Context: an optimization exercise on an open-source flow, tuned for small area. The choices shown serve that exercise and are no tape-out recipe. Where RTL was checked, it was by simulation tests only, not by an equivalence proof against the original. Power is estimated from default activity; no workload was simulated.

## north
## http_date_to_epoch_parser
module http_date_to_epoch_parser (
   input  wire logic               clock,
   input  wire logic               reset,
   input  wire logic [7:0]         req_text_byte,
   input  wire logic               req_first,
   input  wire logic               req_push,
   output logic                    req_full,
   output logic [1:0]              rsp_status,
   output logic signed [39:0]      rsp_epoch_seconds,
   output logic                    rsp_empty,
   input  wire logic               rsp_pop,
   input  wire logic               csr_valid,
   output logic                    csr_ready,
   input  wire logic signed [17:0] csr_zone_offset
);
Size in the first run: about 520 flip-flops, ~77 I/O pins, roughly 19000 sq um of cells after synthesis.
export LEC_CHECK = 0
export ABC_AREA = 1
export CAP_MARGIN = 20
export CORE_MARGIN = 2
export CORE_UTILIZATION = 75
export SLEW_MARGIN = 20
create_clock -name core_clock -period 8.0 [get_ports {clock}]
standard.sh (not shown) runs the stock make flow with config.mk's settings and CLKGATE_MAP_FILE= SYNTH_SCRIPT=/design/flow/synth_recipe.tcl, a recipe that flattens the netlist after the stock synthesis.
==> flow/flow/run.sh <==
#!/bin/bash
# Standard layout with two placement/CTS options changed:
#  - port buffers use the smallest buffer cell (every port still gets one);
#  - the clock tree is built without dummy load cells.
# Everything else, synthesis included, is the standard flow (standard.sh).
set -e
export BUFFER_PORTS_ARGS="-buffer_cell sky130_fd_sc_hd__buf_1"
export CTS_ARGS="-sink_clustering_enable -repair_clock_nets -dont_use_dummy_load -sink_clustering_size 28 -sink_clustering_max_diameter 100 -buf_list sky130_fd_sc_hd__clkbuf_16"
bash standard.sh > standard.log 2>&1
## Diff of input files: south against north
--- a/flow/design.v
+++ b/flow/design.v
@@ -320,47 +320,48 @@
                if (i == 0)
                   cy[4*k] = grp_c[k];
                else
                   cy[4*k+i] = gg[4*k+i-1] | (pp[4*k+i-1] & cy[4*k+i-1]);
             end
          end
       end
       sum = pp ^ cy;
    end
    logic [38:0] ring [9];
    logic [3:0]  wd, rc;
-   logic [1:0]  pe0;
+   logic [1:0]  pe0, pe1;
    logic        hv;
    logic [1:0]  hs;
    logic [38:0] he;
-   logic        pop, space, wr_e, wr_d, wr_any, rd_now, err_tap;
+   logic        pop, space, wr_e, wr_any, rd_now, err_tap;
    logic [38:0] tap, wword;
    assign tap     = ring[8];
    assign pop     = rsp_pop && hv;
    logic rd_al;
    assign rd_al   = (wd == rc) || (rc == 4'd9 && wd == 4'd0);
    assign rd_now  = rd_al && (rc != 4'd0) && (!hv || pop);
    assign space   = (rc != 4'd9) || rd_now;
    assign wr_x    = srdy && (wd == 4'd0) && space;
    assign wr_e    = !srdy && (pe0 != 2'd0) && (wd == 4'd0) && space;
-   assign wr_d    = !srdy && (pe0 == 2'd0) && (fin1 || fin2) && (wd == 4'd0) && space;
-   assign wr_any  = wr_x || wr_e || wr_d;
-   assign wword   = wr_x ? sum : {3'b100, 35'd0, wr_e ? pe0[1] : fin2};
+   assign wr_any  = wr_x || wr_e;
+   assign wword   = wr_x ? sum : {3'b100, 35'd0, pe0[1]};
    assign err_tap = tap[38] && !tap[37] && !tap[36];
-   logic       xh, np0;
+   logic       xh, np0, np1;
    assign xh  = sss || srdy;
    assign np0 = (pe0 != 2'd0);
+   assign np1 = (pe1 != 2'd0);
    always_comb begin
       case (rc)
-         4'd9:    req_full = (hv && (xh || np0)) || (xh && np0);
-         4'd8:    req_full = hv && xh && np0;
+         4'd9:    req_full = (hv && (xh || np0)) || (xh && np0) || np1;
+         4'd8:    req_full = (hv && xh && np0) || (hv && np1) || (xh && np1);
+         4'd7:    req_full = hv && xh && np1;
          default: req_full = 1'b0;
       endcase
    end
    assign rsp_empty         = !hv;
    assign rsp_status        = hs;
    assign rsp_epoch_seconds = {he[38], he};
    assign x_en = hor || (shs && h_ready) || (s60 && (sss || n_ready));
    always_ff @(posedge clock) begin
       x <= sum;
    end
    always_ff @(posedge clock) begin
@@ -421,32 +422,38 @@
          hor <= go;
          hj  <= 2'd3;
       end
    end
    always_ff @(posedge clock) begin
       ring[0] <= wr_any ? wword : tap;
       for (int i = 1; i < 9; i++) ring[i] <= ring[i-1];
    end
    always_ff @(posedge clock) begin
       if (rd_now) begin
          hs <= err_tap ? (tap[0] ? 2'd2 : 2'd1) : 2'd0;
-         he <= {tap[38] && !err_tap, tap[37:1], tap[0] && !err_tap};
+         he <= err_tap ? 39'd0 : tap;
       end
    end
    always_ff @(posedge clock) begin
+      logic [1:0] n0, n1;
       if (reset) begin
          wd  <= 4'd0;
          rc  <= 4'd0;
          hv  <= 1'b0;
          pe0 <= 2'd0;
+         pe1 <= 2'd0;
       end else begin
          wd  <= wr_any ? 4'd0 : ((wd == 4'd0) ? 4'd8 : wd - 4'd1);
          rc  <= rc + {3'd0, wr_any} - {3'd0, rd_now};
          hv  <= rd_now || (hv && !pop);
-         if ((fin1 || fin2) && !wr_d)
-            pe0 <= fin2 ? 2'd2 : 2'd1;
-         else if (wr_e)
-            pe0 <= 2'd0;
+         n0 = wr_e ? pe1 : pe0;
+         n1 = wr_e ? 2'd0 : pe1;
+         if (fin1 || fin2) begin
+            if (n0 == 2'd0) n0 = fin2 ? 2'd2 : 2'd1;
+            else            n1 = fin2 ? 2'd2 : 2'd1;
+         end
+         pe0 <= n0;
+         pe1 <= n1;
       end
    end
 endmodule
 `default_nettype wire
[summary]
- Critical path's slowest cell = sky130_fd_sc_hd__dfxtp_1: south; critical path's slowest cell = sky130_fd_sc_hd__fa_1: north
- Compared with north, in south worst path setup slack after routing saw an increase; met1 layer usage reported by global route saw a decrease; overall via count from detail_route saw a decrease; clock network fraction of total power saw an increase.
- NOTE cell area after synthesis north->south increased slightly

========
http_date_to_epoch_parser with an RTL version that a note above also has.
For scale: roughly 530 flip-flops.
export LEC_CHECK = 0
export ABC_AREA = 1
export CAP_MARGIN = 20
export CORE_MARGIN = 2
export CORE_UTILIZATION = 70
export SLEW_MARGIN = 20
create_clock -name core_clock -period 8.0 [get_ports {clock}]
==> flow/flow/run.sh <==
#!/bin/bash
# Standard layout with two placement/CTS options changed:
#  - port buffers use the smallest buffer cell (every port still gets one);
#  - the clock tree is built without dummy load cells.
# Everything else, synthesis included, is the standard flow (standard.sh).
set -e
export BUFFER_PORTS_ARGS="-buffer_cell sky130_fd_sc_hd__buf_1"
export CTS_ARGS="-sink_clustering_enable -repair_clock_nets -dont_use_dummy_load -sink_clustering_size 24 -sink_clustering_max_diameter 100 -buf_list sky130_fd_sc_hd__clkbuf_16"
bash standard.sh > standard.log 2>&1
The first run finished clean.
Rerun with:
--- a/flow/design.v
+++ b/flow/design.v
@@ -148,25 +148,25 @@
                   if (is_sp) begin
                      cnt  <= 3'd0;
                      done <= 1'b0;
                   end else if (cnt != 3'd2) begin
                      cnt  <= cnt + 3'd1;
                      done <= done || !is_dig;
                      if (take) day_v <= acc10;
                   end
                end
                P_MON: begin
                   if (is_sp) begin
                      cnt <= 3'd0;
-                     if (cnt != 3'd3) mc <= 4'd15;
+                     mc  <= (cnt == 3'd3 && mc != 4'd15) ? mc : 4'd0;
                   end else begin
                      if (cnt < 3'd3) mc <= mnext;
                      if (cnt != 3'd4) cnt <= cnt + 3'd1;
                   end
                end
                P_YEAR: begin
                   if (is_sp) begin
                      cnt  <= 3'd0;
                      done <= 1'b0;
                   end else if (cnt != 3'd4) begin
                      cnt  <= cnt + 3'd1;
                      done <= done || !is_dig;
@@ -239,28 +239,28 @@
          4'd10:   g = 23'h438BF4;
          4'd11:   g = 23'h439D13;
          4'd12:   g = 23'h4990D1;
          4'd13:   g = 23'h49A1F0;
          4'd14:   g = 23'h4A3C07;
          default: g = 23'h4A4D26;
       endcase
    end
    assign y_mod4   = !yb[0] && !(yb[4] ^ yb[1]);
    assign y_mod100 = (yb[7:0] == 8'd0);
    assign y_mod400 = y_mod100 && !yb[8] && !(yb[12] ^ yb[9]);
    assign leap     = y_mod100 ? y_mod400 : y_mod4;
-   assign lc       = leap && (mc[3:1] == 3'd0 || mc == 4'd15);
+   assign lc       = leap && (mc[3:1] == 3'd0);
    always_comb begin
       case (mc)
-         4'd0, 4'd15: tdoy = lc ? 10'd3 : 10'd6;
+         4'd0:    tdoy = lc ? 10'd3 : 10'd6;
          4'd1:    tdoy = lc ? 10'd96 : 10'd99;
          4'd2:    tdoy = 10'd183;
          4'd3:    tdoy = 10'd276;
          4'd4:    tdoy = 10'd366;
          4'd5:    tdoy = 10'd459;
          4'd6:    tdoy = 10'd549;
          4'd7:    tdoy = 10'd642;
          4'd8:    tdoy = 10'd735;
          4'd9:    tdoy = 10'd825;
          4'd10:   tdoy = 10'd918;
          default: tdoy = 10'd1008;
       endcase
The new run completed with no timing, DRC or antenna violations. Synthesized cell count stays flat. Final cell count climbs by about 1.5%. Synthesized area climbs by 0.47%. Count of clock-buffer cells in the layout does not change. Wire length drops by 3.2%. Critical path depth drops by 2. Global-route usage drops by 1.4 points. Die area climbs by 0.46%. Sequential share of layout area drops by 0.42 points. Fmax drops by 3.1%. Register-to-register slack got worse by 0.22 ns. Clock skew stays flat.
For the second run of this note, only the layout was checked, not whether the RTL still works.

========
## P
Another version of the RTL of http_date_to_epoch_parser (not shown whole).
Size: roughly 1900 cells after synthesis, ~530 flip-flops, ~20000 µm² of cells after synthesis.
clock: 8.0 ns
lec_check: 0
abc_area: 1
cap_margin: 20
core_margin: 2
core_utilization: 60
cts_buf_list: sky130_fd_sc_hd__clkbuf_16
cts_cluster_diameter: 100
cts_cluster_size: 22
slew_margin: 20
run.sh (not shown) runs the stock make flow with config.mk's settings and CLKGATE_MAP_FILE= SYNTH_SCRIPT=/design/flow/synth_recipe.tcl, a recipe that flattens the netlist after the stock synthesis.
Stock flow here: none of the scripts above is used.
diff inputs: P => Q
--- a/flow/design.v
+++ b/flow/design.v
@@ -195,21 +195,22 @@
                   endcase
                end
                default: ;
             endcase
          end
       end
    end
-   logic [17:0] zw;
+   logic [17:0] zr, zw;
    assign csr_ready = 1'b1;
+   assign zw = {zr[17], ~zr[16:0]};
    always_ff @(posedge clock) begin
       if (reset)
-         zw <= 18'h1FFFF;
+         zr <= 18'd0;
       else if (csr_valid)
-         zw <= {csr_zone_offset[17], ~csr_zone_offset[16:0]};
+         zr <= csr_zone_offset;
    end
    logic        hor, sh1, shs, s60, sss, swf, srdy;
    logic [1:0]  hj;
    logic [38:0] x;
    logic [38:0] p1, p2, sum;
    logic [10:0] p3;
    logic        h_ready, n_ready, x_en, go;
@@ -260,37 +261,41 @@
          4'd7:    tdoy = 9'd214;
          4'd8:    tdoy = 9'd245;
          4'd9:    tdoy = 9'd275;
          4'd10:   tdoy = 9'd306;
          default: tdoy = 9'd336;
       endcase
    end
-   logic h3;
-   assign h3 = hor && !sh1;
+   logic h3, hs_go, s60_go, sh1_go, x_hold;
+   assign h3     = hor && !sh1;
+   assign hs_go  = shs && h_ready;
+   assign s60_go = s60 && (sss || n_ready);
+   assign sh1_go = sh1 && (!shs || h_ready);
+   assign x_hold = !hor && !hs_go && !s60_go;
    always_comb begin
       for (int i = 0; i < 39; i++) begin
-         p1[i] = (s60 && i >= 6 && x[(i >= 6) ? i - 6 : 0])
-               | (srdy && x[i])
-               | (sh1 && i >= 1 && x[(i >= 1) ? i - 1 : 0])
+         p1[i] = (s60_go && i >= 6 && x[(i >= 6) ? i - 6 : 0])
+               | (x_hold && x[i])
+               | (sh1_go && i >= 1 && x[(i >= 1) ? i - 1 : 0])
                | (h3 && K3[i]);
       end
       if (hor && hj == 2'd1) p1[0] = ~(yb[4] ^ yb[1]);
       if (hor && hj == 2'd0) p1[0] = ~yb[0];
       for (int i = 0; i < 39; i++) begin
          p2[i] = (hor && i < 21 && g[(i < 21) ? i : 0])
-               | (shs && i >= 2 && x[(i >= 2) ? i - 2 : 0])
-               | (s60 && (i < 2 ? (i == 0 || !sss) : !x[(i >= 2) ? i - 2 : 0]))
-               | (srdy && i < 18 && zw[(i < 18) ? i : 0]);
+               | (hs_go && i >= 2 && x[(i >= 2) ? i - 2 : 0])
+               | (s60_go && (i < 2 ? (i == 0 || !sss) : !x[(i >= 2) ? i - 2 : 0]))
+               | (wr_x && i < 18 && zw[(i < 18) ? i : 0]);
       end
       if (hor && sh1 && hj == 2'd2)      p3 = {2'd0, tdoy};
       else if (hor && hj == 2'd1)        p3 = {3'd0, day_v, ~(yb[12] ^ yb[9])};
       else if (hor && hj == 2'd0)        p3 = {10'd0, ~yb[8]};
-      else if (shs)                      p3 = {4'd0, hour_v};
-      else if (s60 && !sss)              p3 = 11'd1408 | {4'd0, min_v};
-      else if (s60)                      p3 = 11'd512 | {4'd0, sec_v};
+      else if (hs_go)                    p3 = {4'd0, hour_v};
+      else if (s60_go && !sss)           p3 = 11'd1408 | {4'd0, min_v};
+      else if (s60_go)                   p3 = 11'd512 | {4'd0, sec_v};
       else                               p3 = 11'd0;
    end
    logic [38:0] csa_s, csa_c, pp, gg, cy;
    logic [9:0]  grp_g, grp_p;
    logic [10:0] grp_c;
    always_comb begin
       csa_s = p1 ^ p2 ^ {28'd0, p3};
@@ -341,15 +346,15 @@
    assign err_tap = tap[38] && !tap[37] && !tap[36];
    assign req_full          = (oc > 4'd10);
    assign rsp_empty         = !hv;
    assign rsp_status        = hs;
    assign rsp_epoch_seconds = {he[38], he};
    assign x_en = hor || (shs && h_ready) || (s60 && (sss || n_ready));
    always_ff @(posedge clock) begin
-      if (x_en) x <= sum;
+      x <= sum;
    end
    always_ff @(posedge clock) begin
       if (reset) begin
          hor  <= 1'b0;
          sh1  <= 1'b0;
          shs  <= 1'b0;
          s60  <= 1'b0;
==> results.txt <==
Comparing P and Q, the higher number of buffer and inverter instances along the worst setup path was measured on Q. Compared with P, Q shows a lower routed length on met2. On Q: cell area after placement is about 1.5% lower than what P gave. Die width: P and Q compared, higher one is P. Routed wire length ends up higher on P. Reported for P and Q, number of sequential cells in the layout turned out identical to the last digit. Lower share of total power in the clock network among P and Q: Q. Measured against Q, the power spent charging and discharging nets of P comes out at 0.808 times the reference value.
The RTL of Q was laid out without a check of its function.

==> afterwards: timing with drivers on the ports <==
The flow's constraints put no driver on any port. The routed layouts listed below were extracted and timed again, unchanged, in two steps. Step 1 sets driving cells, clkbuf_16 on the clock port and buf_2 on the other inputs (assumed; they add their load-dependent delay and slew). Step 2 also shifts input and output timing later by t, the mid clock arrival at the registers, as if the neighbouring blocks saw the same clock. Slacks: ideal ports / drivers / drivers and shift; pairs: ideal ports / drivers.
run	t (ns)	setup WS [ns]	slew at the worst register clock pin (ns)	cell pins on the clock port's net
north	0.592	0.396 / 0.396 / 0.035	0.11 / 0.11	1
south	0.586	0.936 / 0.936 / 0.706	0.11 / 0.11	1
the first run of note 2	0.601	0.989 / 0.989 / 0.732	0.10 / 0.10	1
the second run of note 2	0.591	0.765 / 0.765 / 0.765	0.10 / 0.10	1
P	0.631	0.868 / 0.868 / 0.868	0.10 / 0.10	1
Q	0.612	0.831 / 0.831 / 0.395	0.10 / 0.10	1
After both steps setup and hold are still met in every run listed. For Q, which loses most, drivers alone change the setup slack by 0.000 ns; drivers and shift together by -0.436 ns.
